Context: an optimization exercise on an open-source flow, tuned for small area. The choices shown serve that exercise and are no tape-out recipe. In this exercise RTL edits were held to simulation tests only and were not proved equivalent to the original. No activity file was given, so power comes from the tool's default toggle rates. The clock port is modelled as an ideal driver; clocking choices that lean on that would not hold on a real chip.

// msix_shim_top
module msix_shim_top #(
    parameter int TABLE_SIZE    = 8,
    parameter int TABLE_OFFSET  = 32'h2000,
    parameter int MSIX_BAR      = 0,
    parameter int BAR_LOG2_SIZE = 14
) (
    input  logic                        clk,
    input  logic                        rst_n,
    input  logic                        rx_in_valid,
    output logic                        rx_in_ready,
    input  logic [msix_pkg::BEAT_W-1:0] rx_in_data,
    input  logic                        rx_in_last,
    output logic                        rx_out_valid,
    input  logic                        rx_out_ready,
    output logic [msix_pkg::BEAT_W-1:0] rx_out_data,
    output logic                        rx_out_last,
    input  logic                        tx_in_valid,
    output logic                        tx_in_ready,
    input  logic [msix_pkg::BEAT_W-1:0] tx_in_data,
    input  logic                        tx_in_last,
    output logic                        tx_out_valid,
    input  logic                        tx_out_ready,
    output logic [msix_pkg::BEAT_W-1:0] tx_out_data,
    output logic                        tx_out_last
);
    logic [1023:0] ring;
  ...
Size: roughly 1,000 flip-flops, about 530 I/O pins, ~25,000 um2 of cells after synthesis.
==> flow/config.mk <==
export PLATFORM = sky130hd
export DESIGN_NAME = msix_shim_top
export DESIGN_NICKNAME = msix_shim_top
export VERILOG_FILES = /design/flow/design.v
export SDC_FILE = /design/flow/constraint.sdc
export NUM_CORES = 4
export LEC_CHECK = 0
export CAP_MARGIN = 20
export CORE_MARGIN = 2
export CORE_UTILIZATION = 40
export CTS_CLUSTER_DIAMETER = 100
export CTS_CLUSTER_SIZE = 30
export SLEW_MARGIN = 20
==> flow/constraint.sdc <==
create_clock -name core_clock -period 4.5 [get_ports {clk}]
set_input_delay 0.9000 -clock core_clock [delete_from_list [all_inputs] [get_ports {clk}]]
set_output_delay 0.9000 -clock core_clock [all_outputs]
set_load 0.01 [all_outputs]
run.sh (not shown) runs the stock make flow with config.mk's settings and CLKGATE_MAP_FILE= SYNTH_SCRIPT=/design/flow/synth_recipe.tcl, a recipe that flattens the netlist after the stock synthesis.
The first run completed with no timing, DRC or antenna violations.
Next try:
==> flow/flow/run.sh (new file) <==
#!/bin/bash
set -euo pipefail
source flow/knobs.sh
CTS_ARGS_V="-sink_clustering_enable -repair_clock_nets -dont_use_dummy_load"
[[ -n "${CTS_SIZE:-}" ]] && CTS_ARGS_V+=" -sink_clustering_size ${CTS_SIZE}"
[[ -n "${CTS_DIAM:-}" ]] && CTS_ARGS_V+=" -sink_clustering_max_diameter ${CTS_DIAM}"

bash standard.sh \
  BUFFER_PORTS_ARGS="-buffer_cell sky130_fd_sc_hd__buf_1" \
  CTS_ARGS="${CTS_ARGS_V}" \
  finish > make_finish.log 2>&1
==> flow/flow/knobs.sh (new file) <==
CTS_SIZE=30; CTS_DIAM=100
==> flow/standard.sh (new file) <==
#!/bin/bash
# synth_recipe.tcl (not shown) runs the flow's synth.tcl, then flattens the netlist and writes it again
# the make line also repeats each setting of config.mk as NAME=value (left out here)
make -C /OpenROAD-flow-scripts/flow DESIGN_CONFIG=/design/flow/config.mk WORK_HOME=/design/flow/orfs CLKGATE_MAP_FILE= SYNTH_SCRIPT=/design/flow/synth_recipe.tcl "${@:-finish}"
Settings changed: CORE_UTILIZATION 40 to 60, CTS_CLUSTER_DIAMETER 100 to default, CTS_CLUSTER_SIZE 30 to default, PLACE_DENSITY from default to 0.7.
removed: flow/run.sh
Global-route usage is higher by 3.9 points.
Final cell count is lower by roughly a tenth.
Sequential power hardly moves.
Total power is lower by a few percent.
Via count is lower slightly.
Worst setup slack improves by 230 ps.
Clock skew is higher by 11 ps.
Routed wire length is lower by roughly a tenth.
Final area is lower by roughly a tenth.
Register-to-register slack degrades by 450 ps.
Core utilization is higher by 16 points.
Next try:
--- a/flow/flow/run.sh
+++ b/flow/flow/run.sh
@@ -6,0 +7 @@
+[[ -n "${CTS_BUFS:-}" ]] && CTS_ARGS_V+=" -buf_list {${CTS_BUFS}}"
Settings changed: ABC_AREA from default to 1.
Effect:
- The changed run finished with timing, DRC and antenna clean
- hold slack barely changes
- power went up slightly
- clock skew goes up by 30 ps
Next try:
==> flow/flow/knobs.sh (replaced) <==
CTS_SIZE=20; CTS_DIAM=60; CTS_BUFS="sky130_fd_sc_hd__clkbuf_4 sky130_fd_sc_hd__clkbuf_8"
Settings changed: ABC_AREA 1 to default, CORE_UTILIZATION 60 to 40, PLACE_DENSITY 0.7 to default.
The new run finished clean; setup slack gets worse by 32 ps; wire length falls by roughly a tenth; critical path depth decreases by 3; total power is lower by a few percent; sequential share of layout area rises by 0.75 points; die area grows by well over a third; combinational power decreases by a little under a tenth; core utilization came out lower by 22 points.


## build 8
The RTL this note starts from:
==> flow/design.v <==
`default_nettype none
package msix_pkg;
    localparam int HDR_W  = 64;
    localparam int DATA_W = 64;
    localparam int BEAT_W = HDR_W + DATA_W;
    typedef enum logic [7:0] {
        KIND_MRD  = 8'h00,
        KIND_MWR  = 8'h40,
        KIND_CPL  = 8'h4a,
        KIND_INTR = 8'h30
    } kind_t;
    localparam logic [3:0] CPL_OK          = 4'h0;
    localparam logic [3:0] CPL_UNSUPPORTED = 4'h1;
    typedef struct packed {
        kind_t       kind;
        logic [3:0]  bar;
        logic [3:0]  length;
        logic [7:0]  tag;
        logic [39:0] addr;
    } req_hdr_t;
    typedef struct packed {
        kind_t       kind;
        logic [15:0] vector;
        logic [39:0] rsvd;
    } intr_hdr_t;
    typedef union packed {
        req_hdr_t  req;
        intr_hdr_t intr;
    } hdr_word_u;
endpackage
`default_nettype wire
`timescale 1ns/1ps
`default_nettype none
module msix_shim_top #(
    parameter int TABLE_SIZE    = 8,
    parameter int TABLE_OFFSET  = 32'h2000,
    parameter int MSIX_BAR      = 0,
    parameter int BAR_LOG2_SIZE = 14
) (
    input  logic                        clk,
    input  logic                        rst_n,
    input  logic                        rx_in_valid,
    output logic                        rx_in_ready,
    input  logic [msix_pkg::BEAT_W-1:0] rx_in_data,
    input  logic                        rx_in_last,
    output logic                        rx_out_valid,
    input  logic                        rx_out_ready,
    output logic [msix_pkg::BEAT_W-1:0] rx_out_data,
    output logic                        rx_out_last,
    input  logic                        tx_in_valid,
    output logic                        tx_in_ready,
    input  logic [msix_pkg::BEAT_W-1:0] tx_in_data,
    input  logic                        tx_in_last,
    output logic                        tx_out_valid,
    input  logic                        tx_out_ready,
    output logic [msix_pkg::BEAT_W-1:0] tx_out_data,
    output logic                        tx_out_last
);
    logic [1023:0] ring;
    logic [4:0]    phase;
    logic          clearing;
    logic          rx_sop;
    logic          tx_sop;
    logic          half;        
    logic [31:0] st31, st30, st1, st0;
    assign st31 = ring[1023:992];
    assign st30 = ring[991:960];
    assign st1  = ring[63:32];
    assign st0  = ring[31:0];
    logic [7:0] rx_kind;
    logic [3:0] rx_len;
    logic [4:0] rx_w;
    logic       is_tbl, is_wr, len2, form_ok, ph_w, ph_pair;
    logic       wr_now, wr_acc, cpl_go;
    assign rx_kind = rx_in_data[63:56];
    assign rx_len  = rx_in_data[51:48];
    assign rx_w    = rx_in_data[6:2];
    assign is_tbl  = rx_sop && (rx_kind[7] == 1'b0) && (rx_kind[5:0] == 6'd0) &&
                     (rx_in_data[55:52] == 4'd0) &&
                     (rx_in_data[13:7] == 7'b1000000);
    assign is_wr   = rx_kind[6];
    assign len2    = (rx_len == 4'd2);
    assign form_ok = (rx_len == 4'd1) || (len2 && !rx_in_data[2]);
    assign ph_w    = (phase == rx_w);
    assign ph_pair = (phase[4:1] == rx_w[4:1]);
    assign wr_now = rx_in_valid && is_tbl && is_wr && form_ok && !clearing &&
                    (len2 ? (ph_pair && (!phase[0] || half)) : ph_w);
    assign wr_acc = len2 ? phase[0] : 1'b1;
    assign cpl_go = rx_in_valid && is_tbl && !is_wr && !clearing && ph_w && tx_sop;
    assign rx_out_valid = rx_in_valid && !is_tbl;
    assign rx_out_data  = rx_in_data;
    assign rx_out_last  = rx_in_last;
    assign rx_in_ready = !is_tbl ? rx_out_ready :
                         is_wr   ? (!form_ok || (wr_now && wr_acc)) :
                                   (cpl_go && tx_out_ready);
    logic       is_intr, vec_big, intr_slot, intr_go;
    assign is_intr   = tx_sop && (tx_in_data[63:56] == 8'h30);
    assign vec_big   = |tx_in_data[55:43];
    assign intr_slot = !clearing && !wr_now && (phase == {tx_in_data[42:40], 2'b10});
    assign intr_go   = intr_slot && !vec_big && !st30[0] && !cpl_go;
    assign tx_in_ready = is_intr ? (vec_big || (intr_slot && (st30[0] || (!cpl_go && tx_out_ready))))
                                 : (!cpl_go && tx_out_ready);
    assign tx_out_valid = cpl_go || (tx_in_valid && (is_intr ? intr_go : !cpl_go));
    logic [31:0] ring_in;
    logic        in_lo, in_hi, in_keep;
    assign in_hi   = wr_now && len2 && phase[0];
    assign in_lo   = wr_now && !(len2 && phase[0]);
    assign in_keep = !wr_now && !clearing;
    logic sel_p, sel_c, sel_i, sel_c_lo, sel_c_hi;
    assign sel_c    = cpl_go;
    assign sel_i    = !cpl_go && is_intr;
    assign sel_p    = !cpl_go && !is_intr;
    assign sel_c_lo = cpl_go && form_ok;
    assign sel_c_hi = cpl_go && form_ok && len2;
    for (genvar i = 0; i < 32; i++) begin : g_o
        msix_ao2 u_hi (.a(tx_in_data[96+i]), .sa(sel_p), .b(st30[i]), .sb(sel_c_hi), .y(tx_out_data[96+i]));
        msix_ao2 u_lo (.a(tx_in_data[64+i]), .sa(sel_p), .b(st31[i]), .sb(sel_c_lo || sel_i), .y(tx_out_data[64+i]));
        msix_ao3 u_ad (.a(tx_in_data[i]), .sa(sel_p), .b(rx_in_data[i]), .sb(sel_c), .c(st1[i]), .sc(sel_i), .y(tx_out_data[i]));
        msix_ao3 u_in (.a(rx_in_data[64+i]), .sa(in_lo), .b(rx_in_data[96+i]), .sb(in_hi), .c(st31[i]), .sc(in_keep), .y(ring_in[i]));
    end
    for (genvar i = 0; i < 8; i++) begin : g_a
        msix_ao3 u_ah (.a(tx_in_data[32+i]), .sa(sel_p), .b(rx_in_data[32+i]), .sb(sel_c), .c(st0[i]), .sc(sel_i), .y(tx_out_data[32+i]));
        msix_ao2 u_tg (.a(tx_in_data[40+i]), .sa(sel_p), .b(rx_in_data[40+i]), .sb(sel_c), .y(tx_out_data[40+i]));
    end
    for (genvar i = 0; i < 4; i++) begin : g_l
        if (i == 0)
            msix_ao3 u_ln (.a(tx_in_data[48+i]), .sa(sel_p), .b(rx_in_data[48+i]), .sb(sel_c), .c(1'b1), .sc(sel_i), .y(tx_out_data[48+i]));
        else
            msix_ao2 u_ln (.a(tx_in_data[48+i]), .sa(sel_p), .b(rx_in_data[48+i]), .sb(sel_c), .y(tx_out_data[48+i]));
    end
    assign tx_out_data[63:56] = ({8{sel_p}} & tx_in_data[63:56]) | (sel_c ? 8'h4a : 8'h00) | (sel_i ? 8'h40 : 8'h00);
    assign tx_out_data[55:52] = ({4{sel_p}} & tx_in_data[55:52]) | {3'b000, sel_c && !form_ok};
    assign tx_out_last        = tx_in_last || !sel_p;
    always_ff @(posedge clk) begin
        if (!rst_n) begin
            phase    <= 5'd0;
            clearing <= 1'b1;
            rx_sop   <= 1'b1;
            tx_sop   <= 1'b1;
            half     <= 1'b0;
        end else begin
            half  <= wr_now && len2 && !phase[0];
            phase <= phase + 5'd1;
            if (phase == 5'd31) clearing <= 1'b0;
            if (rx_in_valid && rx_in_ready) rx_sop <= rx_in_last;
            if (tx_in_valid && tx_in_ready) tx_sop <= tx_in_last;
        end
    end
    always_ff @(posedge clk) begin
        ring <= {ring[991:0], ring_in};
    end
endmodule
`default_nettype wire
module msix_ao2 (
    input  logic a, sa, b, sb,
    output logic y
);
    assign y = (a && sa) || (b && sb);
endmodule
module msix_ao3 (
    input  logic a, sa, b, sb, c, sc,
    output logic y
);
    assign y = (a && sa) || (b && sb) || (c && sc);
endmodule
Settings: LEC_CHECK=0, CAP_MARGIN=20, CORE_MARGIN=2, CORE_UTILIZATION=50, PLACE_DENSITY=0.6, SLEW_MARGIN=20, SYNTH_HIERARCHICAL=1; clock period 4.5 ns.
standard.sh (not shown) runs the stock make flow with config.mk's settings and CLKGATE_MAP_FILE= SYNTH_SCRIPT=/design/flow/synth_recipe.tcl, a recipe that flattens the netlist after the stock synthesis.
==> flow/flow/run.sh <==
#!/bin/bash
set -euo pipefail
source flow/knobs.sh
CTS_ARGS_V="-sink_clustering_enable -repair_clock_nets -dont_use_dummy_load"
[[ -n "${CTS_SIZE:-}" ]] && CTS_ARGS_V+=" -sink_clustering_size ${CTS_SIZE}"
[[ -n "${CTS_DIAM:-}" ]] && CTS_ARGS_V+=" -sink_clustering_max_diameter ${CTS_DIAM}"
[[ -n "${CTS_BUFS:-}" ]] && CTS_ARGS_V+=" -buf_list {${CTS_BUFS}}"

bash standard.sh \
  BUFFER_PORTS_ARGS="-buffer_cell sky130_fd_sc_hd__buf_1" \
  CTS_ARGS="${CTS_ARGS_V}" \
  finish > make_finish.log 2>&1
==> flow/flow/knobs.sh <==
CTS_SIZE=20; CTS_DIAM=60; CTS_BUFS="sky130_fd_sc_hd__clkbuf_8"
Per the final summary, build 8 finished and its layout is clean on timing, DRC and antenna.
The following lists how build 32 was set up differently from build 8:
- a change of CORE_UTILIZATION from 50 to 60
- a change of PLACE_DENSITY from 0.6 to 0.7
Findings:
[compare] base=build 8 new=build 32: cell area went down 81 sq um; maximum buffer depth of the clock tree roughly the same; clock network fraction of total power -0.2 points; maximum cell stage delay along the critical path fell 0.25 ns. On proportion of cell area occupied by registers: build 32 sits above build 8. Diff build 32..build 8 | total of buffers placed on input and output ports | unchanged. Relative to build 8, the total length of routed met3 wires of build 32 is higher by about 32%. Build 32: all stages complete, timing, DRC and antenna checks passed. Going from build 8 to build 32, total die area went down, total power per unit cell area shows no meaningful change. Final worst-path setup slack ends up lower on build 8. The non-clock buffer count on build 8 is in line with that on build 32.
#### Input delta (build 12 over build 32)
- PLACE_DENSITY: 0.7 -> 0.75
- CORE_UTILIZATION: 60 -> 65
Notes after the runs:
Every run in the comparison, build 12 and build 32, completed the flow with a clean layout.
Build 12 vs. build 32: post-detailed-route via-to-cell ratio now sits higher; number of flip-flops and latches stayed essentially flat; length of routed met3 wiring lower.
[compare] base=build 32 new=build 12: highest fanout seen on the critical path higher, total power held steady, net load switching power saw little to no change.
Post-layout instance count excluding filler cells in build 12 is 2.0% below build 32.
The run showing the smaller area growth from synthesis to layout is build 12.
Build 12 vs. build 32: die outline height went down by 3.8%.
Compared to build 32, build 12 reaches a lower achievable clock.
Compare build 12 and build 32 | buffering stage count on the worst path with inverters included higher: build 32
Inputs modified between build 12 and build 38:
- PLACE_DENSITY now 0.7, was 0.75
- CORE_UTILIZATION now 60, was 65
- GPL_TIMING_DRIVEN now 0, previously not set
[summary]
The final layout from build 38, which completed every stage, passed the timing, DRC and antenna checks at the end of the flow.
Sort build 12 and build 38 by power, ascending, and build 12 comes first.
Build 38 against build 12: final wirelength fell about 1.3%, core utilization of the finished layout fell 2.9 points.

[re-timing with driven ports]
No port has a modelled driver above. Below, the same layouts with a new extraction and two added sets of constraints.
Step 1, drivers: a clkbuf_16 drives clk and a buf_2 each remaining input, both assumed.
Step 2 adds t to the input delays and takes it off the output delays; t is the mean of the earliest and latest rising clock arrival at the registers after step 1. Input paths then give back, and output paths get back, about the clock's delay inside the block.
Slacks: no drivers / after step 1 / after step 2; pairs: no drivers / after step 1.
run | shift t [ns] | setup WS [ns] | latest minus earliest clock arrival (ns) | worst data-port slew with drivers (ns) | cell pins on the clock port's net
the first run of note 1 | 0.641 | 0.126 / 0.105 / 0.105 | 0.026 / 0.026 | 0.14 | 1
the second run of note 1 | 0.595 | 0.355 / 0.334 / 0.334 | 0.037 / 0.037 | 0.08 | 1
the third run of note 1 | 0.605 | 0.229 / 0.197 / 0.197 | 0.071 / 0.071 | 0.08 | 1
the fourth run of note 1 | 0.663 | 0.197 / 0.175 / 0.175 | 0.116 / 0.116 | 0.08 | 1
build 8 | 0.692 | 0.155 / 0.125 / 0.125 | 0.085 / 0.085 | 0.12 | 1
build 32 | 0.682 | 0.259 / 0.238 / 0.238 | 0.069 / 0.070 | 0.11 | 1
build 12 | 0.665 | 0.186 / 0.160 / 0.160 | 0.048 / 0.048 | 0.11 | 1
build 38 | 0.654 | 0.049 / -0.007 / -0.007 | 0.066 / 0.066 | 0.12 | 1
With both steps, setup timing fails in build 38, where it was met with ideal ports. For build 38, which loses most, drivers alone change the setup slack by -0.056 ns; drivers and shift together by -0.056 ns.
